This is an optimization exercise on Yosys and OpenROAD, whose aim is small area and few clock cycles, not a production implementation. Function was checked by simulation only, so behaviour that the tests miss may differ from the original.

// conv_top
module conv_top (
  input  logic        clk,
  input  logic        reset,
  input  logic        ready,
  output logic        busy,
  output logic [9:0]  iaddr,
  output logic        ioe,
  input  logic [7:0]  idata,
  output logic        l0_wen,
  output logic [9:0]  l0_addr,
  output logic [11:0] l0_data,
  output logic        l1_wen,
  output logic [7:0]  l1_addr,
  output logic [11:0] l1_data
);
Size: roughly 67 I/O pins.
==> flow/config.mk <==
export PLATFORM = sky130hd
export DESIGN_NAME = conv_top
export DESIGN_NICKNAME = conv_top
export VERILOG_FILES = /design/flow/design.v
export SDC_FILE = /design/flow/constraint.sdc
export NUM_CORES = 4
export LEC_CHECK = 0
export CAP_MARGIN = 20
export CORE_MARGIN = 2
export CORE_UTILIZATION = 40
export CTS_BUF_LIST = sky130_fd_sc_hd__clkbuf_8
export SLEW_MARGIN = 20
==> flow/constraint.sdc <==
create_clock -name core_clock -period 10.0 [get_ports {clk}]
set_input_delay 2.0000 -clock core_clock [delete_from_list [all_inputs] [get_ports {clk}]]
set_output_delay 2.0000 -clock core_clock [all_outputs]
set_load 0.01 [all_outputs]
standard.sh (not shown) runs the stock make flow with config.mk's settings and CLKGATE_MAP_FILE= SYNTH_SCRIPT=/design/flow/synth_recipe.tcl, a recipe that flattens the netlist after the stock synthesis.
==> flow/flow/run.sh <==
#!/bin/bash
# Standard synthesis, then its combinational logic re-mapped for area with
# the registers untouched, then the standard layout with the smallest
# buffer cell on the ports and a clock tree without dummy loads.
set -euo pipefail
R=orfs/results/sky130hd/conv_top/base
LIB=$FLOW_HOME/platforms/sky130hd/lib/sky130_fd_sc_hd__tt_025C_1v80.lib
bash standard.sh synth > 1_standard_synth.log 2>&1
mkdir -p reopt
cp $R/1_2_yosys.v reopt/std_netlist.v
python3 flow/split_lib.py $LIB reopt > 2_split_lib.log 2>&1
yosys -s flow/reopt.ys > 3_reopt_yosys.log 2>&1
cp reopt/netlist.v $R/1_2_yosys.v
rm -f $R/1_synth.odb
bash standard.sh "BUFFER_PORTS_ARGS=-buffer_cell sky130_fd_sc_hd__buf_1" \
  "CTS_ARGS=$(cat flow/cts_args.txt)" finish > 4_standard_layout.log 2>&1
==> flow/flow/cts_args.txt <==
-repair_clock_nets -dont_use_dummy_load -buf_list sky130_fd_sc_hd__clkbuf_8
Other scripts of this flow, unchanged in this note and not shown: flow/flow/abc_area.scr, flow/flow/reopt.ys, flow/flow/split_lib.py
Testbench counts at the start, summed over its fixed seeds: cycles 49,504.
Next try:
--- a/flow/flow/run.sh
+++ b/flow/flow/run.sh
@@ -4 +4 @@
-# buffer cell on the ports and a clock tree without dummy loads.
+# buffer cell on the ports.
@@ -15,2 +15 @@
-bash standard.sh "BUFFER_PORTS_ARGS=-buffer_cell sky130_fd_sc_hd__buf_1" \
-  "CTS_ARGS=$(cat flow/cts_args.txt)" finish > 4_standard_layout.log 2>&1
+bash standard.sh "BUFFER_PORTS_ARGS=-buffer_cell sky130_fd_sc_hd__buf_1" finish > 4_standard_layout.log 2>&1
removed: flow/flow/cts_args.txt
Core utilization climbs by 1.5 points; setup slack gains 63 ps; via count climbs by about 1.7%; worst hold slack gains 10 ps; final area climbs by 3.4%; count of clock-buffer cells in the layout climbs by 2; critical path depth is unchanged; cell count climbs by about 1.6%; synthesized area does not change.
Next try:
--- a/flow/flow/run.sh
+++ b/flow/flow/run.sh
@@ -4 +4 @@
-# buffer cell on the ports.
+# buffer cell on the ports and a clock tree without dummy loads.
@@ -15 +15,2 @@
-bash standard.sh "BUFFER_PORTS_ARGS=-buffer_cell sky130_fd_sc_hd__buf_1" finish > 4_standard_layout.log 2>&1
+bash standard.sh "BUFFER_PORTS_ARGS=-buffer_cell sky130_fd_sc_hd__buf_1" \
+  "CTS_ARGS=$(cat flow/cts_args.txt)" finish > 4_standard_layout.log 2>&1
==> flow/flow/cts_args.txt (new file) <==
-sink_clustering_enable -repair_clock_nets -dont_use_dummy_load -buf_list sky130_fd_sc_hd__clkbuf_4 -sink_clustering_size 8 -sink_clustering_max_diameter 50
What happened: Cell area fell by 4.4%; non-clock buffer count stays the same; utilization fell by 2.0 points; count of clock-buffer cells in the layout drops by 2; via count decreases by 1.3%; global-route usage went down by 0.11 points; register-to-register slack got worse by 220 ps; worst hold slack is worse by 15 ps; setup slack is better by 130 ps; critical path depth does not change.
Next try:
--- a/flow/flow/run.sh
+++ b/flow/flow/run.sh
@@ -4 +4 @@
-# buffer cell on the ports and a clock tree without dummy loads.
+# buffer cell on the ports.
@@ -15,2 +15 @@
-bash standard.sh "BUFFER_PORTS_ARGS=-buffer_cell sky130_fd_sc_hd__buf_1" \
-  "CTS_ARGS=$(cat flow/cts_args.txt)" finish > 4_standard_layout.log 2>&1
+bash standard.sh "BUFFER_PORTS_ARGS=-buffer_cell sky130_fd_sc_hd__buf_1" finish > 4_standard_layout.log 2>&1
CTS_CLUSTER_DIAMETER = 100   (was default)
CTS_CLUSTER_SIZE = 24   (was default)
removed: flow/flow/cts_args.txt
=> The changed run completed with no timing, DRC or antenna violations. Critical path depth does not change. Design area grows by a few percent. Clock-buffer cell count grows by 2. Synthesized cell count does not change. Global-route usage increases by 0.11 points.
Next try:
--- a/flow/flow/run.sh
+++ b/flow/flow/run.sh
@@ -4 +4 @@
-# buffer cell on the ports.
+# buffer cell on the ports and a clock tree without dummy loads.
@@ -15 +15,2 @@
-bash standard.sh "BUFFER_PORTS_ARGS=-buffer_cell sky130_fd_sc_hd__buf_1" finish > 4_standard_layout.log 2>&1
+bash standard.sh "BUFFER_PORTS_ARGS=-buffer_cell sky130_fd_sc_hd__buf_1" \
+  "CTS_ARGS=$(cat flow/cts_args.txt)" finish > 4_standard_layout.log 2>&1
==> flow/flow/cts_args.txt (new file) <==
-sink_clustering_enable -repair_clock_nets -dont_use_dummy_load -buf_list sky130_fd_sc_hd__clkbuf_8
CTS_CLUSTER_DIAMETER = default   (was 100)
CTS_CLUSTER_SIZE = default   (was 24)
The changed run ran to the end with no violations.
Final area is lower by 3.3%.
Die area stays the same.
Worst setup slack degrades by 63 ps.
Synthesized cell count is unchanged.
Routed wire length is lower by 0.72%.
Next try:
==> flow/flow/cts_args.txt (replaced) <==
-sink_clustering_enable -repair_clock_nets -dont_use_dummy_load -buf_list sky130_fd_sc_hd__clkbuf_16 -sink_clustering_size 40 -sink_clustering_max_diameter 200
After rerunning:
- via count is about the same
- die area stays the same

-- what the ideal ports hide --
How much do the figures lean on ideal ports? The routed layouts below were timed once more, with nothing changed but the port constraints. Step 1: set_driving_cell puts a clkbuf_16 on clk and a buf_2 on each other input, an assumption about the parent block. Step 2 times the ports against the registers' clock, not the clock port: input delays grow and output delays shrink by t, the midpoint of the rising clock arrivals with the driver on. Slacks: ideal ports / drivers / drivers and shift; pairs: ideal ports / drivers.
run | t, ns | setup WS [ns] | worst setup path after step 2 | slew at the worst register clock pin (ns)
the first run | 0.466 | 0.903 / 0.868 / 1.209 | register to register | 0.08 / 0.08
the second run | 0.479 | 0.966 / 0.931 / 1.411 | register to output | 0.08 / 0.08
the third run | 0.554 | 1.095 / 1.062 / 1.328 | register to register | 0.13 / 0.13
the fourth run | 0.479 | 0.966 / 0.931 / 1.411 | register to output | 0.08 / 0.08
the fifth run | 0.466 | 0.903 / 0.868 / 1.209 | register to register | 0.08 / 0.08
the sixth run | 0.447 | 0.942 / 0.903 / 1.229 | register to register | 0.06 / 0.06
After both steps setup and hold are still met in every run listed.
